This is an optimization exercise on Yosys and OpenROAD, whose aim is small area, a short achievable clock period and few clock cycles, not a production implementation. The RTL was checked by simulation tests, not by an equivalence proof against the original design.

`design/flow/design.v`:
```
package bpa_pkg;
  localparam int unsigned KIND_W = 3;
  localparam int unsigned IDX_W  = 12;
  localparam int unsigned CNT_W  = 13;
  localparam int unsigned APB_AW = 3;
  localparam int unsigned APB_DW = 32;
  localparam int unsigned RW    = 64;              
  localparam int unsigned RWB   = 6;               
  localparam int unsigned RAW   = IDX_W - RWB;     
  localparam int unsigned NROWS = 1 << RAW;
  localparam int unsigned BAW   = RAW - 1;         
  localparam int unsigned BROWS = NROWS / 2;
  localparam logic [CNT_W-1:0] CNT_MAX   = '1;
  localparam int unsigned      TOTAL_RST = 32'h1000;
  localparam logic [KIND_W-1:0] KIND_ALLOC     = 3'd0;
  localparam logic [KIND_W-1:0] KIND_FREE      = 3'd1;
  localparam logic [KIND_W-1:0] KIND_LOCK      = 3'd2;
  localparam logic [KIND_W-1:0] KIND_RESERVE   = 3'd3;
  localparam logic [KIND_W-1:0] KIND_UNRESERVE = 3'd4;
endpackage
import bpa_pkg::*;
module bpa_dp
(
  input  logic           clk_i,
  input  logic           clr_i,      
  input  logic           we_i,       
  input  logic [BAW-1:0] waddr_i,
  input  logic [RW-1:0]  wdata_i,
  input  logic [BAW-1:0] raddr_i,
  output logic [RW-1:0]  rdata_o
);
  localparam int unsigned NODES = 2 * BROWS - 1;
  logic [BROWS*RW-1:0] row_q;
  logic [RW-1:0]       wd;
  assign wd = clr_i ? '0 : wdata_i;
  for (genvar r = 0; r < BROWS; r++) begin : g_row
    always_ff @(posedge clk_i) begin
      if (clr_i || (we_i && (waddr_i == BAW'(r)))) begin
        row_q[r*RW +: RW] <= wd;
      end
    end
  end
  logic [NODES*RW-1:0] tree;
  for (genvar r = 0; r < BROWS; r++) begin : g_leaf
    assign tree[(BROWS-1+r)*RW +: RW] = row_q[r*RW +: RW];
  end
  for (genvar d = 0; d < BAW; d++) begin : g_depth
    for (genvar i = (1 << d) - 1; i < (2 << d) - 1; i++) begin : g_node
      assign tree[i*RW +: RW] = raddr_i[BAW-1-d] ? tree[(2*i+2)*RW +: RW]
                                                 : tree[(2*i+1)*RW +: RW];
    end
  end
  assign rdata_o = tree[0 +: RW];
endmodule
import bpa_pkg::*;
module bitmap_page_allocator_unit
#(
  parameter int unsigned MAX_PAGES = 4096
) (
  input  logic              clk_i,
  input  logic              rst_ni,
  input  logic              s_axis_tvalid,
  output logic              s_axis_tready,
  input  logic [31:0]       s_axis_tdata,    
  input  logic [KIND_W-1:0] s_axis_tuser,    
  output logic              m_axis_tvalid,
  input  logic              m_axis_tready,
  output logic [55:0]       m_axis_tdata,
  input  logic              psel,
  input  logic              penable,
  input  logic              pwrite,
  input  logic [APB_AW-1:0] paddr,
  input  logic [APB_DW-1:0] pwdata,
  output logic [APB_DW-1:0] prdata,
  output logic              pready
);
  localparam logic [CNT_W-1:0] LIM_MAX  = CNT_W'((MAX_PAGES > 4096) ? 4096 : MAX_PAGES);
  localparam logic [RW-1:0]    ONES     = '1;
  localparam int unsigned      NCH      = RW / 16;    
  localparam int unsigned      NW       = RWB + 2;    
  function automatic logic [CNT_W-1:0] sat_step(input logic [CNT_W-1:0] c,
                                                input logic [NW-1:0] n, input logic up);
    logic [CNT_W:0] s;
    logic           dn;
    dn = ~up;
    s  = {1'b0, c} + ((CNT_W + 1)'(n) ^ {(CNT_W + 1){dn}}) + (CNT_W + 1)'(dn);
    sat_step = s[CNT_W] ? (up ? CNT_MAX : '0) : s[CNT_W-1:0];
  endfunction
  function automatic logic [5:0] pop32(input logic [31:0] v);
    logic [1:0] s1 [16];
    logic [2:0] s2 [8];
    logic [3:0] s3 [4];
    logic [4:0] s4 [2];
    for (int i = 0; i < 16; i++) begin
      s1[i] = 2'(v[2*i]) + 2'(v[2*i+1]);
    end
    for (int i = 0; i < 8; i++) begin
      s2[i] = 3'(s1[2*i]) + 3'(s1[2*i+1]);
    end
    for (int i = 0; i < 4; i++) begin
      s3[i] = 4'(s2[2*i]) + 4'(s2[2*i+1]);
    end
    for (int i = 0; i < 2; i++) begin
      s4[i] = 5'(s3[2*i]) + 5'(s3[2*i+1]);
    end
    pop32 = 6'(s4[0]) + 6'(s4[1]);
  endfunction
  function automatic logic [RW-1:0] lowest(input logic [RW-1:0] v);
    logic [RW-1:0] pre;
    pre[0] = 1'b0;
    for (int i = 1; i < RW; i++) begin
      pre[i] = pre[i-1] | v[i-1];
    end
    lowest = v & ~pre;
  endfunction
  function automatic logic [RWB-1:0] enc(input logic [RW-1:0] v);
    logic [RWB-1:0] r;
    r = '0;
    for (int i = 0; i < RW; i++) begin
      if (v[i]) begin
        r = r | RWB'(i);
      end
    end
    enc = r;
  endfunction
  function automatic logic [BAW-1:0] eidx(input logic [RAW-1:0] a);
    eidx = a[RAW-1:1] + BAW'(a[0]);
  endfunction
  logic [CNT_W-1:0] total_q;
  logic             cfg_wr;
  logic [CNT_W-1:0] lim_q, new_lim, new_lim_m1;
  logic [IDX_W-1:0] lim_m1_q;                  
  logic [RAW-1:0]   lim_lrow;
  logic             hint_end_q;                
  assign pready  = 1'b1;
  assign cfg_wr  = psel & penable & pwrite & ~paddr[2];
  assign prdata  = paddr[2] ? '0 : APB_DW'(total_q);
  assign new_lim    = (pwdata[CNT_W-1:0] > LIM_MAX) ? LIM_MAX : pwdata[CNT_W-1:0];
  assign new_lim_m1 = new_lim - CNT_W'(1);
  assign lim_lrow = lim_m1_q[IDX_W-1:RWB];
  logic             clr_q;                     
  logic [CNT_W-1:0] hint_q;                    
  logic [CNT_W-1:0] free_q, used_q, rsv_q;
  logic             en;                        
  logic              rdy_q;
  logic              p_v_q, s_v_q;
  logic [KIND_W-1:0] p_kind_q, s_kind_q;
  logic [IDX_W-1:0]  p_first_q, s_first_q;
  logic [CNT_W-1:0]  p_cnt_q, s_cnt_q;
  logic              accept, p_pop;
  assign s_axis_tready = rdy_q;
  assign accept        = s_axis_tvalid & rdy_q;
  always_ff @(posedge clk_i or negedge rst_ni) begin
    if (!rst_ni) begin
      p_v_q <= 1'b0;
      s_v_q <= 1'b0;
      rdy_q <= 1'b0;
    end else begin
      if (p_pop) begin
        p_v_q <= s_v_q | accept;
        s_v_q <= s_v_q & accept;
        rdy_q <= 1'b1;
      end else begin
        p_v_q <= p_v_q | accept;
        s_v_q <= s_v_q | (p_v_q & accept);
        rdy_q <= ~(p_v_q & (s_v_q | accept));
      end
    end
  end
  always_ff @(posedge clk_i) begin
    if (p_pop && s_v_q) begin
      p_kind_q  <= s_kind_q;
      p_first_q <= s_first_q;
      p_cnt_q   <= s_cnt_q;
    end else if ((p_pop || !p_v_q) && accept) begin
      p_kind_q  <= s_axis_tuser;
      p_first_q <= s_axis_tdata[IDX_W-1:0];
      p_cnt_q   <= s_axis_tdata[IDX_W+CNT_W-1:IDX_W];
    end
    if (accept && !p_pop && p_v_q) begin
      s_kind_q  <= s_axis_tuser;
      s_first_q <= s_axis_tdata[IDX_W-1:0];
      s_cnt_q   <= s_axis_tdata[IDX_W+CNT_W-1:IDX_W];
    end
  end
  logic [IDX_W+1:0] p_end_m1, p_last;
  logic [RAW-1:0]   p_frow;
  logic             p_alloc, p_run, p_empty;
  always_comb begin
    p_alloc  = (p_kind_q == KIND_ALLOC);
    p_run    = (p_kind_q == KIND_FREE) || (p_kind_q == KIND_LOCK) ||
               (p_kind_q == KIND_RESERVE) || (p_kind_q == KIND_UNRESERVE);
    p_end_m1 = (IDX_W + 2)'(p_first_q) + (IDX_W + 2)'(p_cnt_q) - (IDX_W + 2)'(1);
    p_last   = (p_end_m1 > (IDX_W + 2)'(lim_m1_q)) ? (IDX_W + 2)'(lim_m1_q) : p_end_m1;
    p_empty  = ~p_alloc & (~p_run | (p_cnt_q == '0) | ({1'b0, p_first_q} >= lim_q));
    p_frow   = p_first_q[IDX_W-1:RWB];
  end
  logic              r_v_q, r_first_q, r_empty_q;
  logic [KIND_W-1:0] r_kind_q;
  logic [RAW-1:0]    r_row_q, r_lrow_q;
  logic [RAW:0]      r_row1_q;                 
  logic [BAW-1:0]    r_eidx_q;                 
  logic [RWB-1:0]    r_lo_q, r_hi_q;
  logic              r_alloc, r_issue, r_fin, r_load, r_last, r_l0last, r_l1last;
  logic              m_v_q, m_wait_q, m_first_q, m_last_q, m_empty_q;
  logic              m_alloc_q, m_free_q, m_set_q, m_isrun_q;     
  logic              m_l0lo_q, m_l0hi_q, m_l1hi_q, m_l1off_q, m_alast_q, m_eovf_q;
  logic [KIND_W-1:0] m_kind_q;
  logic [RAW-1:0]    m_row_q;
  logic [RAW:0]      m_row1_q;
  logic [BAW-1:0]    m_eidx_q;
  logic [RWB-1:0]    m_lo_q, m_hi_q;
  logic [RW-1:0]     d_e_q, d_o_q;
  logic [RAW:0]      hint_row;
  logic              s_odd, eq0, eq1, lt0, lt1;
  logic              a_empty, mismatch, usurp, m_proc, a_cont, m_hold, m_done, a_any;
  logic [RW-1:0]     lo, hi, lo_hint;
  logic              l0_lo, l0_off, l1_lo;
  logic              e_lo, e_hi, e_off, o_lo, o_hi, o_off;
  logic [RW-1:0]     mask_e, mask_o, cand_e, cand_o, chg_e, chg_o, below_e, below_o;
  logic [RW-1:0]     sel_e, sel_o, oh_e, oh_o, new_e, new_o;
  logic [2*RW-1:0]   chg;
  logic [RWB-1:0]    enc_e, enc_o, enc_f, enc_s;
  logic              any_e, any_o, any_f, found;
  logic [IDX_W-1:0]  hit;
  logic [RAW-1:0]    n_row;
  logic [RAW:0]      n_row1;
  logic [BAW-1:0]    n_eidx;
  logic [BAW-1:0]    re_idx, ro_idx, h_eidx;
  logic [RW-1:0]     rde, rdo, d_e_d, d_o_d;
  logic              we_e, we_o;
  logic              sel_mrow, sel_hrow;
  assign hint_row = hint_q[IDX_W:RWB];
  assign h_eidx   = eidx(hint_q[IDX_W-1:RWB]);
  assign s_odd    = m_row_q[0];
  assign r_alloc  = (r_kind_q == KIND_ALLOC);
  always_comb begin
    eq0 = ({1'b0, m_row_q} == hint_row);
    eq1 = (m_row1_q == hint_row);
    lt0 = ({1'b0, m_row_q} < hint_row);
    lt1 = (m_row1_q < hint_row);
  end
  always_comb begin
    a_empty  = hint_end_q;
    mismatch = m_v_q & ~m_wait_q & m_alloc_q & ~a_empty & m_first_q & ~eq0 & ~eq1;
    usurp    = m_v_q & (m_wait_q | mismatch);
    m_proc   = m_v_q & ~m_wait_q & ~mismatch & ~m_empty_q & ~(m_alloc_q & a_empty);
  end
  always_comb begin
    lo      = ONES << (m_alloc_q ? hint_q[RWB-1:0] : m_lo_q);
    hi      = ONES >> (RWB'(RW - 1) - m_hi_q);
    lo_hint = ONES << hint_q[RWB-1:0];
    l0_lo  = m_alloc_q ? (m_first_q & eq0) : m_l0lo_q;
    l0_off = m_alloc_q & m_first_q & ~eq0;
    l1_lo  = m_alloc_q & m_first_q & eq1;
    e_lo   = s_odd ? l1_lo : l0_lo;
    e_hi   = s_odd ? m_l1hi_q : m_l0hi_q;
    e_off  = s_odd ? m_l1off_q : l0_off;
    o_lo   = s_odd ? l0_lo : l1_lo;
    o_hi   = s_odd ? m_l0hi_q : m_l1hi_q;
    o_off  = s_odd ? l0_off : m_l1off_q;
    mask_e = e_off ? '0 : ((e_lo ? lo : ONES) & (e_hi ? hi : ONES));
    mask_o = o_off ? '0 : ((o_lo ? lo : ONES) & (o_hi ? hi : ONES));
    cand_e = ~d_e_q & mask_e;
    cand_o = ~d_o_q & mask_o;
    chg_e  = mask_e & (m_set_q ? ~d_e_q : d_e_q);
    chg_o  = mask_o & (m_set_q ? ~d_o_q : d_o_q);
    chg    = {chg_o, chg_e};
    below_e = (s_odd ? lt1 : lt0) ? ONES : ((s_odd ? eq1 : eq0) ? ~lo_hint : '0);
    below_o = (s_odd ? lt0 : lt1) ? ONES : ((s_odd ? eq0 : eq1) ? ~lo_hint : '0);
    sel_e  = m_alloc_q ? cand_e : (m_free_q ? (chg_e & below_e) : '0);
    sel_o  = m_alloc_q ? cand_o : (m_free_q ? (chg_o & below_o) : '0);
    oh_e   = lowest(sel_e);
    oh_o   = lowest(sel_o);
    any_e  = |sel_e;
    any_o  = |sel_o;
    a_any  = |{cand_e, cand_o};
    enc_e  = enc(oh_e);
    enc_o  = enc(oh_o);
    any_f  = s_odd ? any_o : any_e;
    enc_f  = s_odd ? enc_o : enc_e;
    enc_s  = s_odd ? enc_e : enc_o;
    found  = any_e | any_o;
    hit    = any_f ? {m_row_q, enc_f} : {m_row1_q[RAW-1:0], enc_s};
    if (m_alloc_q) begin
      new_e = d_e_q | (oh_e & {RW{~(s_odd & any_o)}});
      new_o = d_o_q | (oh_o & {RW{~(~s_odd & any_e)}});
    end else if (m_set_q) begin
      new_e = d_e_q | mask_e;
      new_o = d_o_q | mask_o;
    end else begin
      new_e = d_e_q & ~mask_e;
      new_o = d_o_q & ~mask_o;
    end
  end
  always_comb begin
    a_cont = m_proc & m_alloc_q & ~a_any & ~m_alast_q;
    m_hold = usurp | a_cont;
    m_done = m_v_q & ~m_wait_q & ~mismatch &
             (m_alloc_q ? (a_empty | a_any | m_alast_q) : (m_empty_q | m_last_q));
  end
  assign we_e = m_proc & en & ~m_eovf_q;
  assign we_o = m_proc & en;
  always_comb begin
    r_l0last = (r_row_q == r_lrow_q);
    r_l1last = (r_row1_q == {1'b0, r_lrow_q});
    r_last   = r_empty_q | r_alloc | r_l0last | r_l1last;
    r_issue  = r_v_q & ~m_hold;
    r_fin    = r_issue & r_last;
    r_load   = en & p_v_q & (~r_v_q | r_fin);
    p_pop    = r_load;
    if (usurp) begin
      sel_mrow = m_wait_q;
      sel_hrow = ~m_wait_q;
    end else begin
      sel_mrow = r_alloc & m_v_q & (m_alloc_q | (m_free_q & ~m_empty_q & lt0));
      sel_hrow = r_alloc & ~sel_mrow;
    end
    if (sel_mrow) begin
      n_row  = m_row_q;
      n_row1 = m_row1_q;
      n_eidx = m_eidx_q;
    end else if (sel_hrow) begin
      n_row  = hint_row[RAW-1:0];
      n_row1 = {1'b0, hint_row[RAW-1:0]} + (RAW + 1)'(1);
      n_eidx = h_eidx;
    end else begin
      n_row  = r_row_q;
      n_row1 = r_row1_q;
      n_eidx = r_eidx_q;
    end
    ro_idx = n_row[RAW-1:1];
    re_idx = n_eidx;
    d_e_d  = (we_e && (re_idx == m_eidx_q)) ? new_e : rde;
    d_o_d  = (we_o && (ro_idx == m_row_q[RAW-1:1])) ? new_o : rdo;
  end
  bpa_dp u_even (
    .clk_i   (clk_i),
    .clr_i   (clr_q),
    .we_i    (we_e),
    .waddr_i (m_eidx_q),
    .wdata_i (new_e),
    .raddr_i (re_idx),
    .rdata_o (rde)
  );
  bpa_dp u_odd (
    .clk_i   (clk_i),
    .clr_i   (clr_q),
    .we_i    (we_o),
    .waddr_i (m_row_q[RAW-1:1]),
    .wdata_i (new_o),
    .raddr_i (ro_idx),
    .rdata_o (rdo)
  );
  logic              c_v_q, c_upd_q, c_done_q, c_ok_q, c_found_q;
  logic              c_alloc_q, c_fup_q, c_rsv_q;     
  logic [IDX_W-1:0]  c_page_q;
  logic [6*NCH-1:0]  c_pc_q;
  logic [NW-1:0]     c_n;
  logic [CNT_W-1:0]  free_d, used_d, rsv_d, c_oth, c_free, c_othn;
  logic              c_upd;
  logic              push;
  always_comb begin
    c_n = '0;
    for (int k = 0; k < NCH; k++) begin
      c_n = c_n + NW'(c_pc_q[6*k +: 6]);
    end
    if (c_alloc_q) begin
      c_n = NW'(c_found_q);
    end
    c_upd  = c_v_q & c_upd_q;
    c_oth  = c_rsv_q ? rsv_q : used_q;
    c_free = sat_step(free_q, c_n, c_fup_q);
    c_othn = sat_step(c_oth, c_n, ~c_fup_q);
    free_d = c_upd ? c_free : free_q;
    used_d = (c_upd && !c_rsv_q) ? c_othn : used_q;
    rsv_d  = (c_upd && c_rsv_q) ? c_othn : rsv_q;
    push   = en & c_v_q & c_done_q;
  end
  logic              o0_v_q, o1_v_q;
  logic [51:0]       o0_q, o1_q;
  logic [51:0]       res;
  logic              pop;
  assign res           = {rsv_d, used_d, free_d, c_ok_q, c_page_q};
  assign pop           = o0_v_q & m_axis_tready;
  assign en            = ~o1_v_q;
  assign m_axis_tvalid = o0_v_q;
  assign m_axis_tdata  = {4'b0000, o0_q};
  always_ff @(posedge clk_i) begin
    if (pop ? o1_v_q : 1'b0) begin
      o0_q <= o1_q;
    end else if ((pop || !o0_v_q) && push) begin
      o0_q <= res;
    end
    if (!pop && o0_v_q && push) begin
      o1_q <= res;
    end
  end
  always_ff @(posedge clk_i) begin
    if (en) begin
      if (r_issue && !r_fin) begin
        r_row_q   <= r_row_q + RAW'(2);
        r_row1_q  <= r_row1_q + (RAW + 1)'(2);
        r_eidx_q  <= r_eidx_q + BAW'(1);
        r_first_q <= 1'b0;
      end
      if (r_load) begin
        r_kind_q  <= p_kind_q;
        r_empty_q <= p_empty;
        r_row_q   <= p_frow;
        r_row1_q  <= {1'b0, p_frow} + (RAW + 1)'(1);
        r_eidx_q  <= eidx(p_frow);
        r_lrow_q  <= p_last[IDX_W-1:RWB];
        r_lo_q    <= p_first_q[RWB-1:0];
        r_hi_q    <= p_last[RWB-1:0];
        r_first_q <= 1'b1;
      end
      if (m_hold || r_issue) begin
        if (a_cont) begin
          m_row_q  <= m_row_q + RAW'(2);
          m_row1_q <= m_row1_q + (RAW + 1)'(2);
          m_eidx_q <= m_eidx_q + BAW'(1);
          m_first_q <= 1'b0;
        end else begin
          d_e_q    <= d_e_d;
          d_o_q    <= d_o_d;
          m_row_q  <= n_row;
          m_row1_q <= n_row1;
          m_eidx_q <= n_eidx;
          m_eovf_q <= (n_row == RAW'(NROWS - 1));
          if (usurp || r_alloc) begin
            m_l0hi_q  <= (n_row == lim_lrow);
            m_l1hi_q  <= (n_row1 == {1'b0, lim_lrow});
            m_l1off_q <= (n_row1 > {1'b0, lim_lrow});
            m_alast_q <= (n_row1 >= {1'b0, lim_lrow});
          end else begin
            m_l0hi_q  <= r_l0last;
            m_l1hi_q  <= r_l1last;
            m_l1off_q <= r_l0last;
            m_alast_q <= 1'b0;
          end
        end
        if (!m_hold) begin
          m_kind_q  <= r_kind_q;
          m_alloc_q   <= (r_kind_q == KIND_ALLOC);
          m_free_q    <= (r_kind_q == KIND_FREE);
          m_set_q     <= (r_kind_q == KIND_LOCK) || (r_kind_q == KIND_RESERVE);
          m_isrun_q   <= (r_kind_q == KIND_FREE) || (r_kind_q == KIND_LOCK) ||
                       (r_kind_q == KIND_RESERVE) || (r_kind_q == KIND_UNRESERVE);
          m_empty_q <= r_empty_q;
          m_first_q <= r_first_q;
          m_last_q  <= r_last;
          m_l0lo_q  <= r_first_q;
          m_lo_q    <= r_lo_q;
          m_hi_q    <= r_alloc ? lim_m1_q[RWB-1:0] : r_hi_q;
        end
      end
      c_upd_q   <= m_proc;
      c_done_q  <= m_done;
      c_alloc_q <= m_alloc_q;
      c_fup_q   <= (m_kind_q == KIND_FREE) || (m_kind_q == KIND_UNRESERVE);
      c_rsv_q   <= (m_kind_q == KIND_RESERVE) || (m_kind_q == KIND_UNRESERVE);
      c_found_q <= found;
      c_ok_q    <= m_alloc_q ? (m_proc & found) : m_isrun_q;
      c_page_q  <= (m_alloc_q && m_proc && found) ? hit : '0;
      for (int k = 0; k < NCH; k++) begin
        c_pc_q[6*k +: 6] <= pop32(chg[32*k +: 32]);
      end
    end
  end
  always_ff @(posedge clk_i or negedge rst_ni) begin
    if (!rst_ni) begin
      clr_q      <= 1'b1;
      total_q    <= CNT_W'(TOTAL_RST);
      lim_q      <= LIM_MAX;
      lim_m1_q   <= IDX_W'(LIM_MAX - 1);
      hint_q     <= '0;
      hint_end_q <= (LIM_MAX == '0);
      free_q     <= LIM_MAX;
      used_q     <= '0;
      rsv_q      <= '0;
      r_v_q      <= 1'b0;
      m_v_q      <= 1'b0;
      m_wait_q   <= 1'b0;
      c_v_q      <= 1'b0;
      o0_v_q     <= 1'b0;
      o1_v_q     <= 1'b0;
    end else begin
      clr_q <= cfg_wr;
      if (cfg_wr) begin
        total_q    <= pwdata[CNT_W-1:0];
        lim_q      <= new_lim;
        lim_m1_q   <= new_lim_m1[IDX_W-1:0];
        hint_q     <= '0;
        hint_end_q <= (new_lim == '0);
        free_q     <= new_lim;
        used_q     <= '0;
        rsv_q      <= '0;
      end else if (en) begin
        free_q <= free_d;
        used_q <= used_d;
        rsv_q  <= rsv_d;
        if (m_proc && m_alloc_q && found) begin
          hint_q     <= {1'b0, hit};
          hint_end_q <= 1'b0;
        end else if (m_proc && m_alloc_q && m_alast_q) begin
          hint_q     <= lim_q;
          hint_end_q <= 1'b1;
        end else if (m_proc && m_free_q && found) begin
          hint_q     <= {1'b0, hit};
          hint_end_q <= 1'b0;
        end
      end
      if (en) begin
        if (r_load) begin
          r_v_q <= 1'b1;
        end else if (r_fin) begin
          r_v_q <= 1'b0;
        end
        if (usurp) begin
          m_wait_q <= 1'b0;
        end else if (a_cont) begin
          m_wait_q <= 1'b1;
        end else begin
          m_v_q    <= r_issue;
          m_wait_q <= 1'b0;
        end
        c_v_q <= m_v_q & ~m_wait_q & ~mismatch;
      end
      if (pop) begin
        o0_v_q <= o1_v_q | push;
        o1_v_q <= 1'b0;
      end else if (push) begin
        o0_v_q <= 1'b1;
        o1_v_q <= o0_v_q;
      end
    end
  end
endmodule
```
`design/flow/constraint.sdc`:
```
create_clock -name core_clock -period 12.0 [get_ports {clk_i}]
set_input_delay 2.4000 -clock core_clock [delete_from_list [all_inputs] [get_ports {clk_i}]]
set_output_delay 2.4000 -clock core_clock [all_outputs]
set_load 0.01 [all_outputs]
```
`design/flow/config.mk`:
```
export PLATFORM = sky130hd
export DESIGN_NAME = bitmap_page_allocator_unit
export DESIGN_NICKNAME = bitmap_page_allocator_unit
export VERILOG_FILES = /design/flow/design.v
export SDC_FILE = /design/flow/constraint.sdc
export NUM_CORES = 4
export LEC_CHECK = 0
export CAP_MARGIN = 35
export CORE_MARGIN = 2
export CORE_UTILIZATION = 40
export SETUP_SLACK_MARGIN = 5
export SLEW_MARGIN = 35
```
`design/flow/run.sh`:
```
#!/bin/bash
# synth_recipe.tcl (not shown) runs the flow's synth.tcl, then flattens the netlist and writes it again
# the make line also repeats each setting of config.mk as NAME=value (left out here)
make -C /OpenROAD-flow-scripts/flow DESIGN_CONFIG=/design/flow/config.mk WORK_HOME=/design/flow/orfs CLKGATE_MAP_FILE= SYNTH_SCRIPT=/design/flow/synth_recipe.tcl finish
```
==> impl_metrics.csv, run 1 <==
group,metric,value,unit
run_status,run_status,"finished clean",
placement,dp.final_hpwl,431,mm
global_routing,grt-ovfl-total,0,
logic_synthesis,synthMuxAreaShare,0.0191,
placement,place.detailed.instances,23000,
cells_and_area,fin_cells,24000,
critical_path,crit_required,12.79,ns
logic_synthesis,synthesis.instances,16900,
critical_path,timing.critical_path.slowest_cell_delay,0.66,ns
sta,maxSlewViolCount,0,
logic_synthesis,synthAdderAreaFrac,0.0204,
cts,postCtsHoldBufs,0,
critical_path,timing.critical_path.cells,"inv_1 -> ha_1 -> and3_1 -> a221o_2 -> nor3_4 -> buf_4 -> buf_4 -> or2_1 -> buf_4 -> o21ai_0 -> a221oi_1 -> and4b_1 -> and4_4 -> buf_4 -> nand2_1 -> nor2_1 -> nand4b_1 -> nor3_2 -> a21oi_1 -> nor2b_1",
global_routing,grt_pass1_vias,135000,
floorplanning,die_width,722,um
drt,viasPerCell,6.09,
floorplanning,boundaryPins,168,
cts,cts.root.buffer_cell,"sky130_fd_sc_hd__clkbuf_16",
sta,setup_violations,0,
drt,route.detailed.wl_per_inst,31.0,um
drt,detail-route-antenna-nets,0,
floorplanning,floorplan.die.height,722,um
placement,globalplace.congestion,1.03,
logic_synthesis,xor_xnor_portion_of_the_synthesized_cell_area,0.00948,
sta,fin_crit_sh,0.589,
global_routing,largest_net_degree_at_the_start_of_global_routing,153,
drt,drt_pass1_iterations,6,
critical_path,crit_family,"simple AND/OR/NAND/NOR gates",
cells_and_area,final_net_count,17200,
sta,tightestPinTransition,1.32,ns
cts,cts_made_buffers,463,
floorplanning,core_area,513000,um2
critical_path,worst_setup_path_start_kind,"flop",
floorplanning,dieArea,521000,um2
cells_and_area,register_area,138000,um2
cts,cts_tree,"built",
cts,clockBufferDepth,4,
global_routing,grt_antenna_before_repair,40,
sta,setup-tns-final,0,ns
drt,remaining_drc_errors,0,
logic_synthesis,ys.flop_type,"sky130_fd_sc_hd__edfxtp_1",
drt,wl,746,mm
drt,initialDrtViolationCount,21100,
sta,clock_skew,0.0822,ns
logic_synthesis,synthesized_area_fraction_occupied_by_and_or_nand_nor_cells,0.148,
critical_path,timing.critical_path.fanout_max,36,
cells_and_area,layout-drive-gt1-share,0.111,
critical_path,crit_path_end_kind,"flop",
critical_path,cp_class,"flop to flop",
cts,cts.reportedPaths.clkPinSlew,0.06,ns
cts,insertion_delay,1.06,ns
drt,vias,146000,
logic_synthesis,synth_cell_type_count,123,
sta,setup_repair_after_global_routing_missed_its_margin,"true",
global_routing,grt_first_pass_wirelength,1040,mm
logic_synthesis,synth_edf_count,4514,
sta,fin_worst_hold_slack,0.455,ns
floorplanning,row_count,263,
cts,cts_h_tree_depth,5,
critical_path,critical_path_buf_inv_count,5,
logic_synthesis,synth_compound_area_frac,0.102,
logic_synthesis,ys_async_sr_fraction,0.0219,
critical_path,cp.arrival,7.86,ns
sta,finalHoldViolations,0,
sta,maxSlewHeadroom,0.110,
logic_synthesis,synthesis.area_per_instance,12.2,um2
global_routing,track_usage,0.275,
logic_synthesis,syn_area,206000,um2
logic_synthesis,yosysSeqAreaShare,0.670,
run,drv.max_cap_violation_count,0,
sta,period_minus_slack,7.07,ns
cells_and_area,syn2layout_area_growth,14.0,%
critical_path,cp_most_frequent_cell,"sky130_fd_sc_hd__buf_4",
worst_hold_path,hold_class,"flop to flop",
placement,io_buffer_count,115,
cells_and_area,final_cell_mix,"sky130_fd_sc_hd__edfxtp_1, sky130_fd_sc_hd__nand2_1, sky130_fd_sc_hd__nand3_1, sky130_fd_sc_hd__a311oi_1, sky130_fd_sc_hd__a21oi_1",
cts,cts.sink_count,4615,
cells_and_area,n_fill_cell,45400,
sta,max_freq,141,MHz
cells_and_area,layout.cells.most_common,"sky130_fd_sc_hd__edfxtp_1",
cells_and_area,area_of_the_multi_input_gates,65100,um2
logic_synthesis,synth_top_family_by_area,"simple AND/OR/NAND/NOR gates",
floorplanning,initial_utilization,0.402,
logic_synthesis,yosys_warnings,18,
critical_path,cp_slowest_cell,"sky130_fd_sc_hd__nor3_2",
logic_synthesis,synth_seq_cells,4615,
## final cells by class
cell class                 instances  share of cell area
antenna                           13            0.000139
clock buffer                     578              0.0519
clock inverter                   288              0.0123
inverter                         321             0.00525
multi-input combinational      10800               0.277
sequential                      4615               0.588
tap                             6757              0.0360
timing repair buffer             670              0.0290
## final timing paths
path	startpoint	endpoint	slack (ns)	depth (start not counted)
min reg2reg	c_page_q[2]	o1_q[2]	0.45	0
min in group asynchronous	rst_ni	o0_v_q	1.42	1
min	c_page_q[2]	o1_q[2]	0.45	0
max in group asynchronous	rst_ni	p_v_q	9.35	2
max	hint_q[12]	c_page_q[4]	4.93	20
max reg2reg	hint_q[12]	c_page_q[4]	4.93	20
## routing by layer
layer  GRT usage  routed length (um)  share of wire
met2       0.419              333000           0.45
met5           0                  75        0.00010
met4       0.110               33800          0.045
met3      0.0484               74200          0.099
met1       0.390              305000           0.41
## state kept, by name, summed over array words and instances, names as in the netlist, 12 cells and up
name	flops
p_first_q	12
used_q	13
lim_q	13
p_cnt_q	13
lim_m1_q	12
o0_q	52
u_even.row_q	2048
d_e_q	64
u_odd.row_q	2048
c_pc_q	24
o1_q	52
rsv_q	13
s_first_q	12
c_page_q	12
hint_q	13
d_o_q	64
s_cnt_q	13
total_q	13
free_q	13
## logic make-up (layout without fill, tap and decap cells)
logic type               Yosys count  count (layout)
flip-flops                      4615            4615
buffers and inverters           1540            1857
AND/OR/NAND/NOR                 6985            7003
adder cells (fa/ha/maj)          273             273
AO/OA/AOI/OAI                   2980            2984
other                              2              37
multiplexers                     276             276
XOR/XNOR                         223             223
## per-stage QoR
| stage | worst slack, ns | instance area, um2 | utilization |
|---|---|---|---|
| final | 4.93 | 235000 | 0.458 |
| after CTS | 4.98 | 234000 | 0.455 |
| after floorplan | 4.67 | 206000 | - |
| after detailed placement | 3.69 | 217000 | 0.423 |
| after global routing | 4.81 | 235000 | 0.458 |
| after global placement | 3.55 | 216000 | 0.421 |
## cells in the mapped netlist (all sizes together), types with 36 or more instances
cell / number / area (um2)
a311oi: 643 / 5630
nor2: 597 / 2240
a211oi: 169 / 1280
a21o: 70 / 533
o21ai: 482 / 2420
inv: 321 / 1200
xnor2: 132 / 1160
and3: 445 / 2780
nand2: 4114 / 15400
ha: 148 / 1850
nor2b: 93 / 584
and2: 36 / 228
o211ai: 55 / 413
a221oi: 50 / 450
a21oi: 547 / 2750
a221o: 56 / 562
a2111oi: 140 / 1250
o221ai: 52 / 485
nand4: 40 / 272
nand2b: 111 / 694
xor2: 91 / 797
edfxtp: 4514 / 136000
nor4: 57 / 397
dfrtp: 85 / 2130
a31oi: 237 / 1490
fa: 111 / 2220
mux4: 79 / 1780
nor3: 169 / 881
o22ai: 117 / 732
clkbuf: 911 / 3420
buf: 308 / 1580
mux2: 90 / 1090
o21bai: 61 / 458
nand3: 1185 / 5940
o31ai: 54 / 405
mux2i: 107 / 1070
## worst reg2reg max path, delay by kind of cell, from the launching register on
| family | cells | cell delay (ns) |
|---|---|---|
| AND/OR/NAND/NOR | 10 | 3.05 |
| flip-flops | 1 | 0.48 |
| AO/OA/AOI/OAI | 4 | 1.48 |
| adder cells (fa/ha/maj) | 1 | 0.36 |
| buffers and inverters | 5 | 1.47 |
## repair_timing
item                                    4_1_cts  5_1_grt
resized for setup                           156      110
cloned                                       15       18
pin swaps                                    37       40
setup buffers                                53       38
endpoints found under the setup margin     4123     2841
hold endpoints to repair                      0        0
Testbench counts, summed over its fixed seeds: cycles 5,959.
==> inputs of run 2 (changes only) <==
--- a/design/flow/design.v
+++ b/design/flow/design.v
@@ -77,5 +77,5 @@
   localparam logic [CNT_W-1:0] LIM_MAX  = CNT_W'((MAX_PAGES > 4096) ? 4096 : MAX_PAGES);
   localparam logic [RW-1:0]    ONES     = '1;
-  localparam int unsigned      NCH      = RW / 16;    
+  localparam int unsigned      NCH      = RW / 8;     
   localparam int unsigned      NW       = RWB + 2;    
   function automatic logic [CNT_W-1:0] sat_step(input logic [CNT_W-1:0] c,
@@ -87,30 +87,26 @@
     sat_step = s[CNT_W] ? (up ? CNT_MAX : '0) : s[CNT_W-1:0];
   endfunction
-  function automatic logic [5:0] pop32(input logic [31:0] v);
-    logic [1:0] s1 [16];
-    logic [2:0] s2 [8];
-    logic [3:0] s3 [4];
-    logic [4:0] s4 [2];
-    for (int i = 0; i < 16; i++) begin
-      s1[i] = 2'(v[2*i]) + 2'(v[2*i+1]);
-    end
+  function automatic logic [4:0] pop16(input logic [15:0] v);
+    logic [1:0] s1 [8];
+    logic [2:0] s2 [4];
+    logic [3:0] s3 [2];
     for (int i = 0; i < 8; i++) begin
-      s2[i] = 3'(s1[2*i]) + 3'(s1[2*i+1]);
+      s1[i] = 2'(v[2*i]) + 2'(v[2*i+1]);
     end
     for (int i = 0; i < 4; i++) begin
-      s3[i] = 4'(s2[2*i]) + 4'(s2[2*i+1]);
+      s2[i] = 3'(s1[2*i]) + 3'(s1[2*i+1]);
     end
     for (int i = 0; i < 2; i++) begin
-      s4[i] = 5'(s3[2*i]) + 5'(s3[2*i+1]);
+      s3[i] = 4'(s2[2*i]) + 4'(s2[2*i+1]);
     end
-    pop32 = 6'(s4[0]) + 6'(s4[1]);
+    pop16 = 5'(s3[0]) + 5'(s3[1]);
   endfunction
   function automatic logic [RW-1:0] lowest(input logic [RW-1:0] v);
-    logic [RW-1:0] pre;
-    pre[0] = 1'b0;
-    for (int i = 1; i < RW; i++) begin
-      pre[i] = pre[i-1] | v[i-1];
+    logic [RW-1:0] p;
+    p = v;
+    for (int d = 1; d < RW; d = d * 2) begin
+      p = p | (p << d);
     end
-    lowest = v & ~pre;
+    lowest = v & ~(p << 1);
   endfunction
   function automatic logic [RWB-1:0] enc(input logic [RW-1:0] v);
@@ -356,25 +352,28 @@
   logic              c_alloc_q, c_fup_q, c_rsv_q;     
   logic [IDX_W-1:0]  c_page_q;
-  logic [6*NCH-1:0]  c_pc_q;
+  logic [5*NCH-1:0]  c_pc_q;
   logic [NW-1:0]     c_n;
-  logic [CNT_W-1:0]  free_d, used_d, rsv_d, c_oth, c_free, c_othn;
-  logic              c_upd;
+  logic              k_v_q, k_upd_q, k_done_q, k_ok_q, k_fup_q, k_rsv_q;
+  logic [IDX_W-1:0]  k_page_q;
+  logic [NW-1:0]     k_n_q;
+  logic [CNT_W-1:0]  free_d, used_d, rsv_d, k_oth, k_free, k_othn;
   logic              push;
   always_comb begin
     c_n = '0;
     for (int k = 0; k < NCH; k++) begin
-      c_n = c_n + NW'(c_pc_q[6*k +: 6]);
+      c_n = c_n + NW'(c_pc_q[5*k +: 5]);
     end
     if (c_alloc_q) begin
       c_n = NW'(c_found_q);
     end
-    c_upd  = c_v_q & c_upd_q;
-    c_oth  = c_rsv_q ? rsv_q : used_q;
-    c_free = sat_step(free_q, c_n, c_fup_q);
-    c_othn = sat_step(c_oth, c_n, ~c_fup_q);
-    free_d = c_upd ? c_free : free_q;
-    used_d = (c_upd && !c_rsv_q) ? c_othn : used_q;
-    rsv_d  = (c_upd && c_rsv_q) ? c_othn : rsv_q;
-    push   = en & c_v_q & c_done_q;
+  end
+  always_comb begin
+    k_oth  = k_rsv_q ? rsv_q : used_q;
+    k_free = sat_step(free_q, k_n_q, k_fup_q);
+    k_othn = sat_step(k_oth, k_n_q, ~k_fup_q);
+    free_d = k_upd_q ? k_free : free_q;
+    used_d = (k_upd_q && !k_rsv_q) ? k_othn : used_q;
+    rsv_d  = (k_upd_q && k_rsv_q) ? k_othn : rsv_q;
+    push   = en & k_v_q & k_done_q;
   end
   logic              o0_v_q, o1_v_q;
@@ -382,5 +381,5 @@
   logic [51:0]       res;
   logic              pop;
-  assign res           = {rsv_d, used_d, free_d, c_ok_q, c_page_q};
+  assign res           = {rsv_d, used_d, free_d, k_ok_q, k_page_q};
   assign pop           = o0_v_q & m_axis_tready;
   assign en            = ~o1_v_q;
@@ -416,4 +415,18 @@
         r_first_q <= 1'b1;
       end
+      d_e_q    <= d_e_d;
+      d_o_q    <= d_o_d;
+      m_eovf_q <= (n_row == RAW'(NROWS - 1));
+      if (usurp || r_alloc) begin
+        m_l0hi_q  <= (n_row == lim_lrow);
+        m_l1hi_q  <= (n_row1 == {1'b0, lim_lrow});
+        m_l1off_q <= (n_row1 > {1'b0, lim_lrow});
+        m_alast_q <= (n_row1 >= {1'b0, lim_lrow});
+      end else begin
+        m_l0hi_q  <= r_l0last;
+        m_l1hi_q  <= r_l1last;
+        m_l1off_q <= r_l0last;
+        m_alast_q <= 1'b0;
+      end
       if (m_hold || r_issue) begin
         if (a_cont) begin
@@ -423,21 +436,7 @@
           m_first_q <= 1'b0;
         end else begin
-          d_e_q    <= d_e_d;
-          d_o_q    <= d_o_d;
           m_row_q  <= n_row;
           m_row1_q <= n_row1;
           m_eidx_q <= n_eidx;
-          m_eovf_q <= (n_row == RAW'(NROWS - 1));
-          if (usurp || r_alloc) begin
-            m_l0hi_q  <= (n_row == lim_lrow);
-            m_l1hi_q  <= (n_row1 == {1'b0, lim_lrow});
-            m_l1off_q <= (n_row1 > {1'b0, lim_lrow});
-            m_alast_q <= (n_row1 >= {1'b0, lim_lrow});
-          end else begin
-            m_l0hi_q  <= r_l0last;
-            m_l1hi_q  <= r_l1last;
-            m_l1off_q <= r_l0last;
-            m_alast_q <= 1'b0;
-          end
         end
         if (!m_hold) begin
@@ -465,6 +464,13 @@
       c_page_q  <= (m_alloc_q && m_proc && found) ? hit : '0;
       for (int k = 0; k < NCH; k++) begin
-        c_pc_q[6*k +: 6] <= pop32(chg[32*k +: 32]);
+        c_pc_q[5*k +: 5] <= pop16(chg[16*k +: 16]);
       end
+      k_upd_q  <= c_v_q & c_upd_q;
+      k_done_q <= c_done_q;
+      k_ok_q   <= c_ok_q;
+      k_fup_q  <= c_fup_q;
+      k_rsv_q  <= c_rsv_q;
+      k_page_q <= c_page_q;
+      k_n_q    <= c_n;
     end
   end
@@ -484,4 +490,5 @@
       m_wait_q   <= 1'b0;
       c_v_q      <= 1'b0;
+      k_v_q      <= 1'b0;
       o0_v_q     <= 1'b0;
       o1_v_q     <= 1'b0;
@@ -527,4 +534,5 @@
         end
         c_v_q <= m_v_q & ~m_wait_q & ~mismatch;
+        k_v_q <= c_v_q;
       end
       if (pop) begin
==> design/flow/flow/run.sh (new file) <==
#!/bin/bash
set -euo pipefail
bash standard.sh SETUP_SLACK_MARGIN=7 TNS_END_PERCENT=3 finish > orfs_make.log 2>&1
==> design/flow/standard.sh (new file) <==
#!/bin/bash
# synth_recipe.tcl (not shown) runs the flow's synth.tcl, then flattens the netlist and writes it again
# the make line also repeats each setting of config.mk as NAME=value (left out here)
make -C /OpenROAD-flow-scripts/flow DESIGN_CONFIG=/design/flow/config.mk WORK_HOME=/design/flow/orfs CLKGATE_MAP_FILE= SYNTH_SCRIPT=/design/flow/synth_recipe.tcl "${@:-finish}"
--- a/design/flow/config.mk
+++ b/design/flow/config.mk
@@ -9,4 +9,3 @@
 export CORE_MARGIN = 2
 export CORE_UTILIZATION = 40
-export SETUP_SLACK_MARGIN = 5
 export SLEW_MARGIN = 35
removed: design/flow/run.sh
==> impl_metrics.csv, run 2 <==
group,metric,value,unit
run_status,run_status,"finished clean",
logic_synthesis,synth_edf_count,4555,
critical_path,critical_path_buf_inv_count,6,
cells_and_area,layout.cells.most_common,"sky130_fd_sc_hd__nand2_1",
sta,setup-tns-final,0,ns
critical_path,cp.arrival,6.79,ns
sta,setup_slack,5.94,ns
logic_synthesis,netlist_top_cells_area,"sky130_fd_sc_hd__edfxtp_1, sky130_fd_sc_hd__nand2_1, sky130_fd_sc_hd__nand3_1",
worst_hold_path,hold_start,"c_page_q[8]",
sta,clock_skew,0.128,ns
cells_and_area,finalInstanceArea,243000,um2
global_routing,grt_antenna_before_repair,38,
logic_synthesis,yosys_warnings,26,
drt,vias,152000,
sta,finalHoldViolations,0,
logic_synthesis,synthesis.area_per_instance,11.8,um2
drt,remaining_drc_errors,0,
critical_path,timing.critical_path.cells,"buf_4 -> buf_4 -> o31ai_4 -> a21oi_1 -> nand2_1 -> a211oi_2 -> or4_4 -> nor4_4 -> nand4_1 -> buf_12 -> buf_12 -> nor4_1 -> buf_4 -> o21bai_1 -> or4b_2 -> nor4_1 -> buf_4 -> a31o_4 -> nor2_1",
placement,io_buffer_count,115,
cts,cts_made_buffers,459,
cts,cts_h_tree_depth,5,
cts,cts.root.buffer_cell,"sky130_fd_sc_hd__clkbuf_16",
cts,postCtsHoldBufs,0,
sta,maxSlewHeadroom,0.285,
global_routing,largest_net_degree_at_the_start_of_global_routing,157,
drt,wl,766,mm
drt,viasPerCell,6.03,
floorplanning,initial_utilization,0.402,
sta,fin_worst_hold_slack,0.363,ns
placement,globalplace.congestion,1.08,
floorplanning,boundaryPins,168,
cells_and_area,syn2layout_area_growth,16.2,%
cells_and_area,final_cell_mix,"sky130_fd_sc_hd__nand2_1, sky130_fd_sc_hd__edfxtp_1, sky130_fd_sc_hd__nand3_1, sky130_fd_sc_hd__a311oi_1, sky130_fd_sc_hd__buf_4",
sta,setup_violations,0,
global_routing,grt_first_pass_wirelength,1060,mm
sta,setup_repair_after_global_routing_missed_its_margin,"true",
global_routing,grt-ovfl-total,0,
drt,drt_pass1_iterations,6,
floorplanning,core_area,521000,um2
critical_path,cp_class,"flop to flop",
logic_synthesis,synth_cell_type_count,112,
critical_path,worst_setup_path_start_kind,"flop",
placement,dp_slack,3.65,ns
logic_synthesis,synth_most_common_cell,"sky130_fd_sc_hd__nand2_1",
logic_synthesis,ys_async_sr_fraction,0.0219,
run,drv.max_cap_violation_count,0,
logic_synthesis,ys.flop_type,"sky130_fd_sc_hd__edfxtp_1",
placement,place_area,220000,um2
floorplanning,floorplan.die.height,727,um
drt,route.detailed.wl_per_inst,30.3,um
placement,dp.final_hpwl,435,mm
critical_path,cp_most_frequent_cell,"sky130_fd_sc_hd__buf_4",
global_routing,track_usage,0.276,
critical_path,timing.critical_path.slowest_cell_delay,0.85,ns
cells_and_area,reg_top3,"u_even.row_q: 2048 flops, u_odd.row_q: 2048 flops",
critical_path,rr_endpoint,"c_page_q[5]",
sta,max_freq,165,MHz
logic_synthesis,yosysSeqAreaShare,0.666,
floorplanning,dieArea,529000,um2
cells_and_area,final_net_count,18300,
critical_path,crit_required,12.74,ns
critical_path,timing.critical_path.fanout_max,26,
cts,cts.reportedPaths.clkPinSlew,0.07,ns
cts,clockBufferDepth,4,
critical_path,cp_slowest_cell,"sky130_fd_sc_hd__a21oi_1",
worst_hold_path,worstHoldEndpoint,"k_page_q[8]",
critical_path,crit_family,"compound AO/OA/AOI/OAI gates",
logic_synthesis,syn_area,209000,um2
critical_path,reg2reg_slack,5.94,ns
logic_synthesis,netlist_top_cells_count,"sky130_fd_sc_hd__nand2_1, sky130_fd_sc_hd__edfxtp_1, sky130_fd_sc_hd__nand3_1",
cts,cts.sink_count,4657,
cts,cts_tree,"built",
logic_synthesis,yosys.area.top_type,"sky130_fd_sc_hd__edfxtp_1",
logic_synthesis,synth_seq_cells,4657,
sta,period_minus_slack,6.06,ns
floorplanning,die_width,727,um
floorplanning,row_count,265,
critical_path,r2r.worst_path.cells,19,
cts,insertion_delay,1.12,ns
worst_hold_path,timing.hold.worst_path_depth,0,
logic_synthesis,synth_largest_type_area_fraction,0.654,
critical_path,rr_startpoint,"hint_q[3]",
sta,fin_crit_sh,0.505,
critical_path,crit_path_end_kind,"flop",
cells_and_area,layout-drive-gt1-share,0.131,
sta,maxSlewViolCount,0,
logic_synthesis,synthesis.instances,17700,
drt,initialDrtViolationCount,20600,
sta,tightestPinTransition,1.07,ns
global_routing,grt_pass1_vias,140000,
drt,detail-route-antenna-nets,0,
worst_hold_path,hold_class,"flop to flop",
## run 2: cell count changes after synthesis, sizes merged, moves of 79 or more
cell / change
clkbuf: +113
a2111oi: -126
mux4: -79
nand3: +468
o21ai: -143
nand2: +474
## run 2: how the worst max path moves through the flow
stage                          to  cells past startpoint  startpoint  slack [ns]
2_1_floorplan           c_pc_q[2]                     21     m_set_q        6.23
3_3_place_gp   u_even.row_q[1830]                     18  m_row_q[0]        3.04
3_5_place_dp   u_even.row_q[1720]                     18  m_row_q[0]        3.65
4_1_cts                c_pc_q[16]                     17  m_row_q[5]        6.18
5_1_grt                 d_e_q[35]                     18  m_row_q[3]        6.01
6_report              c_page_q[5]                     19   hint_q[3]        5.94
## run 2: cells by family after synthesis
| family | after synthesis | share of synthesized area |
|---|---|---|
| xor+xnor | 239 | 0.0100 |
| mux | 243 | 0.0123 |
| flops | 4657 | 0.666 |
| buf+inv | 1614 | 0.0303 |
| other cells | 2 | 0.0000359 |
| fa+ha+maj | 284 | 0.0209 |
| compound gates | 2815 | 0.0969 |
| simple gates | 7831 | 0.163 |
## run 2: worst reg2reg max path, cell delays in order (launching register included)
cell,delay (ns)
sky130_fd_sc_hd__dfrtp_1,0.32
sky130_fd_sc_hd__buf_4,0.24
sky130_fd_sc_hd__buf_4,0.41
sky130_fd_sc_hd__o31ai_4,0.25
sky130_fd_sc_hd__a21oi_1,0.85
sky130_fd_sc_hd__nand2_1,0.34
sky130_fd_sc_hd__a211oi_2,0.55
sky130_fd_sc_hd__or4_4,0.27
sky130_fd_sc_hd__nor4_4,0.06
sky130_fd_sc_hd__nand4_1,0.15
sky130_fd_sc_hd__buf_12,0.15
sky130_fd_sc_hd__buf_12,0.13
sky130_fd_sc_hd__nor4_1,0.07
sky130_fd_sc_hd__buf_4,0.20
sky130_fd_sc_hd__o21bai_1,0.22
sky130_fd_sc_hd__or4b_2,0.73
sky130_fd_sc_hd__nor4_1,0.27
sky130_fd_sc_hd__buf_4,0.23
sky130_fd_sc_hd__a31o_4,0.18
sky130_fd_sc_hd__nor2_1,0.07
## run 2: cell type report
class	instances	area [um2]
timing repair buffer	960	10300
clock inverter	298	2740
clock buffer	560	11900
antenna	14	35.0
tap	6942	8690
sequential	4657	139000
fill	46200	278000
multi-input combinational	11500	68700
inverter	353	1370
## run 2: metal layers
metal	GRT usage	wire, um
met1	0.396	318000
met5	0	109
met2	0.414	335000
met4	0.117	38200
met3	0.0453	73700
## run 2: what timing repair did
action,in CTS,in global routing
setup endpoints to repair,8104,6808
cloned,56,27
resized for setup,547,226
hold endpoints to repair,0,0
pin swaps,120,74
setup buffers,216,94
## run 2: metrics by stage
stage,util,std cells
after floorplan,-,17700
after global placement,0.421,24000
after detailed placement,0.423,24000
after CTS,0.462,25100
after global routing,0.467,25300
final,0.467,25300
Testbench counts of run 2, summed over its fixed seeds: cycles 5,967.
==> inputs of run 3 (changes only) <==
--- a/design/flow/design.v
+++ b/design/flow/design.v
@@ -377,22 +377,15 @@
     push   = en & k_v_q & k_done_q;
   end
-  logic              o0_v_q, o1_v_q;
-  logic [51:0]       o0_q, o1_q;
+  logic              o0_v_q;
+  logic [51:0]       o0_q;
   logic [51:0]       res;
-  logic              pop;
   assign res           = {rsv_d, used_d, free_d, k_ok_q, k_page_q};
-  assign pop           = o0_v_q & m_axis_tready;
-  assign en            = ~o1_v_q;
+  assign en            = ~o0_v_q | m_axis_tready;
   assign m_axis_tvalid = o0_v_q;
   assign m_axis_tdata  = {4'b0000, o0_q};
   always_ff @(posedge clk_i) begin
-    if (pop ? o1_v_q : 1'b0) begin
-      o0_q <= o1_q;
-    end else if ((pop || !o0_v_q) && push) begin
+    if (push) begin
       o0_q <= res;
     end
-    if (!pop && o0_v_q && push) begin
-      o1_q <= res;
-    end
   end
   always_ff @(posedge clk_i) begin
@@ -492,5 +485,4 @@
       k_v_q      <= 1'b0;
       o0_v_q     <= 1'b0;
-      o1_v_q     <= 1'b0;
     end else begin
       clr_q <= cfg_wr;
@@ -536,10 +528,8 @@
         k_v_q <= c_v_q;
       end
-      if (pop) begin
-        o0_v_q <= o1_v_q | push;
-        o1_v_q <= 1'b0;
-      end else if (push) begin
+      if (push) begin
         o0_v_q <= 1'b1;
-        o1_v_q <= o0_v_q;
+      end else if (m_axis_tready) begin
+        o0_v_q <= 1'b0;
       end
     end
==> design/flow/flow/run.sh (replaced) <==
#!/bin/bash
set -euo pipefail
bash standard.sh SETUP_SLACK_MARGIN=7 TNS_END_PERCENT=3 \
  "CTS_ARGS=-sink_clustering_enable -repair_clock_nets -dont_use_dummy_load -buf_list sky130_fd_sc_hd__clkbuf_8" \
  finish > orfs_make.log 2>&1
==> impl_metrics.csv, run 3 <==
group,metric,value,unit
cells_and_area,final_net_count,18300,
critical_path,rr_startpoint,"m_row_q[0]",
critical_path,cp-startpoint,"m_row_q[0]",
logic_synthesis,yosysSeqAreaShare,0.665,
cells_and_area,layout.cells.most_common,"sky130_fd_sc_hd__edfxtp_1",
critical_path,cp_slowest_cell,"sky130_fd_sc_hd__or4_4",
sta,setup_repair_after_global_routing_missed_its_margin,"true",
sta,tightestPinTransition,1.15,ns
global_routing,track_usage,0.283,
logic_synthesis,synthesis.area_per_instance,12.1,um2
critical_path,timing.critical_path.slowest_cell_delay,0.59,ns
drt,remaining_drc_errors,0,
global_routing,largest_net_degree_at_the_start_of_global_routing,151,
sta,setup-tns-final,0,ns
sta,setup_violations,0,
run,drv.max_cap_violation_count,0,
critical_path,timing.critical_path.cells,"buf_12 -> buf_4 -> nand3b_1 -> buf_6 -> nor3_4 -> buf_12 -> buf_4 -> o21ai_4 -> buf_6 -> o221ai_4 -> buf_4 -> a21oi_1 -> nand4bb_4 -> or4_4 -> and4bb_4 -> a31oi_4 -> buf_12 -> nor3_2 -> o31ai_2 -> nor2_4",
cells_and_area,final_cell_mix,"sky130_fd_sc_hd__edfxtp_1, sky130_fd_sc_hd__nand2_1, sky130_fd_sc_hd__nand3_1, sky130_fd_sc_hd__buf_4, sky130_fd_sc_hd__clkbuf_8",
critical_path,crit_path_end_kind,"flop",
sta,finalHoldViolations,0,
worst_hold_path,worstHoldEndpoint,"o0_q[11]",
critical_path,worst_setup_path_start_kind,"flop",
floorplanning,dieArea,523000,um2
logic_synthesis,synth_edf_count,4503,
cells_and_area,syn2layout_area_growth,17.0,%
cells_and_area,layout-drive-gt1-share,0.170,
placement,globalplace.congestion,1.02,
cts,cts.sink_count,4604,
drt,wl,796,mm
worst_hold_path,hold_class,"flop to flop",
drt,route.detailed.wl_per_inst,32.0,um
critical_path,r2r.worst_path.cells,20,
sta,maxSlewViolCount,0,
cts,clockBufferDepth,4,
cts,cts_tree,"built",
logic_synthesis,yosys.area.top_type,"sky130_fd_sc_hd__edfxtp_1",
cts,cts.root.buffer_cell,"sky130_fd_sc_hd__clkbuf_8",
worst_hold_path,hold_start,"k_page_q[11]",
logic_synthesis,synth_most_common_cell,"sky130_fd_sc_hd__edfxtp_1",
floorplanning,core_area,516000,um2
floorplanning,row_count,264,
logic_synthesis,netlist_top_cells_count,"sky130_fd_sc_hd__edfxtp_1, sky130_fd_sc_hd__nand2_1, sky130_fd_sc_hd__nand3_1",
drt,vias,155000,
cts,cts_h_tree_depth,6,
run_status,run_status,"finished clean",
sta,period_minus_slack,5.74,ns
drt,initialDrtViolationCount,22200,
sta,maxSlewHeadroom,0.229,
drt,detail-route-antenna-nets,0,
placement,dp.final_hpwl,433,mm
logic_synthesis,ys_async_sr_fraction,0.0219,
floorplanning,floorplan.die.height,723,um
drt,drt_pass1_iterations,7,
critical_path,timing.critical_path.fanout_max,32,
logic_synthesis,ys.flop_type,"sky130_fd_sc_hd__edfxtp_1",
floorplanning,initial_utilization,0.401,
cts,postCtsHoldBufs,0,
placement,io_buffer_count,115,
critical_path,cp.arrival,6.63,ns
global_routing,grt_antenna_before_repair,23,
critical_path,crit_family,"simple AND/OR/NAND/NOR gates",
critical_path,crit_required,12.90,ns
cts,cts.reportedPaths.clkPinSlew,0.06,ns
logic_synthesis,yosys_warnings,26,
cells_and_area,reg_top3,"u_even.row_q: 2048 flops, u_odd.row_q: 2048 flops",
critical_path,reg2reg_slack,6.26,ns
global_routing,grt_pass1_vias,140000,
sta,fin_crit_sh,0.478,
sta,clock_skew,0.152,ns
global_routing,grt-ovfl-total,0,
critical_path,cp_class,"flop to flop",
global_routing,grt_first_pass_wirelength,1070,mm
floorplanning,boundaryPins,168,
logic_synthesis,syn_area,207000,um2
sta,max_freq,174,MHz
cts,cts_made_buffers,716,
drt,viasPerCell,6.21,
critical_path,critical_path_buf_inv_count,8,
critical_path,timing.critical_path.depth,20,
cts,insertion_delay,1.32,ns
floorplanning,die_width,723,um
logic_synthesis,synth_cell_type_count,134,
logic_synthesis,synth_seq_cells,4604,
logic_synthesis,synthesis.instances,17100,
logic_synthesis,netlist_top_cells_area,"sky130_fd_sc_hd__edfxtp_1, sky130_fd_sc_hd__nand2_1, sky130_fd_sc_hd__nand3_1",
worst_hold_path,timing.hold.worst_path_depth,0,
critical_path,rr_endpoint,"u_even.row_q[1074]",
logic_synthesis,synth_largest_type_area_fraction,0.653,
==> run 3: cell types whose count changed after synthesis, moves of 62 or more <==
cell,delta
sky130_fd_sc_hd__buf_2,+162
sky130_fd_sc_hd__clkbuf_1,-278
sky130_fd_sc_hd__a311oi_1,-101
sky130_fd_sc_hd__a211oi_1,+86
sky130_fd_sc_hd__o21ai_0,+101
sky130_fd_sc_hd__buf_1,+62
sky130_fd_sc_hd__nand2_1,-417
sky130_fd_sc_hd__nand3_1,-327
==> run 3: stage by stage <==
stage	utilization	setup WS, ns	hold slack, ns	instances	cell area, um2
2_1_floorplan	-	6.59	0.400	17100	207000
3_3_place_gp	0.420	3.28	0.403	23400	217000
3_5_place_dp	0.423	3.64	0.407	23400	218000
4_1_cts	0.456	6.37	0.332	24500	236000
5_1_grt	0.469	6.28	0.346	24900	242000
6_report	0.469	6.26	0.331	24900	242000
==> run 3: worst max-delay path by stage <==
| stage | endpoint | slack, ns |
|---|---|---|
| 6_report | u_even.row_q[1074] | 6.26 |
| 5_1_grt | c_pc_q[6] | 6.28 |
| 4_1_cts | c_pc_q[31] | 6.37 |
| 3_5_place_dp | u_odd.row_q[602] | 3.64 |
| 3_3_place_gp | u_odd.row_q[602] | 3.28 |
| 2_1_floorplan | u_even.row_q[256] | 6.59 |
==> run 3: layer usage <==
| metal | routed length, um | share of wire | global-route usage |
|---|---|---|---|
| met3 | 91700 | 0.12 | 0.0576 |
| met2 | 348000 | 0.44 | 0.422 |
| met5 | 50 | 0.000063 | 0 |
| met4 | 39000 | 0.049 | 0.121 |
| met1 | 317000 | 0.40 | 0.402 |
==> run 3: cell families (layout without fill, tap and decap cells) <==
| logic type | Yosys count | in the layout | synth area share |
|---|---|---|---|
| DFF | 4604 | 4604 | 0.665 |
| AOI/OAI and AO/OA | 3043 | 3056 | 0.105 |
| buffers and inverters | 1570 | 2332 | 0.0314 |
| adders and majority gates | 276 | 276 | 0.0207 |
| muxes | 254 | 254 | 0.0164 |
| xor gates and xnor gates | 225 | 225 | 0.00952 |
| and+or+nand+nor | 7128 | 7200 | 0.151 |
| other | 2 | 39 | 0.0000363 |
==> run 3: timing repair <==
action / 4_1_cts / 5_1_grt
resized for setup: 782 / 578
cloned: 76 / 82
endpoints found under the setup margin: 7435 / 6812
setup buffers: 297 / 289
pin swaps: 141 / 156
==> run 3: cell type report <==
type,instances,area (um2)
Fill cell,45600,274000
Sequential cell,4604,138000
Multi-Input combinational cell,11000,70300
Timing Repair Buffer,1273,14300
Clock buffer,716,9850
Tap cell,6916,8650
Inverter,343,1350
Antenna cell,15,37.5
Testbench counts of run 3, summed over its fixed seeds: cycles 5,967.

-- port drivers added, routing unchanged --
Ports are ideal in the flow. The routed layouts listed here were re-timed in OpenROAD. Step 1 sets driving cells, clkbuf_16 on the clock port and buf_2 on the other inputs (assumed; they add their load-dependent delay and slew). Step 2 also shifts input and output timing later by t, the mid clock arrival at the registers, as if the neighbouring blocks saw the same clock. Slacks: no drivers / after step 1 / after step 2; pairs: no drivers / after step 1.
run | t, ns | setup WS [ns] | hold WS [ns] | worst setup path after step 2
run 1 | 1.136 | 4.932 / 4.932 / 4.932 | 0.455 / 0.455 / 0.455 | register to register
run 2 | 1.183 | 5.941 / 5.941 / 5.941 | 0.363 / 0.363 / 0.363 | register to register
run 3 | 1.387 | 6.264 / 6.264 / 5.158 | 0.331 / 0.331 / 0.331 | input to register
After both steps setup and hold are still met in every run listed. The setup slack of run 3, which loses most, moves by 0.000 ns with the drivers and by -1.106 ns with both steps.
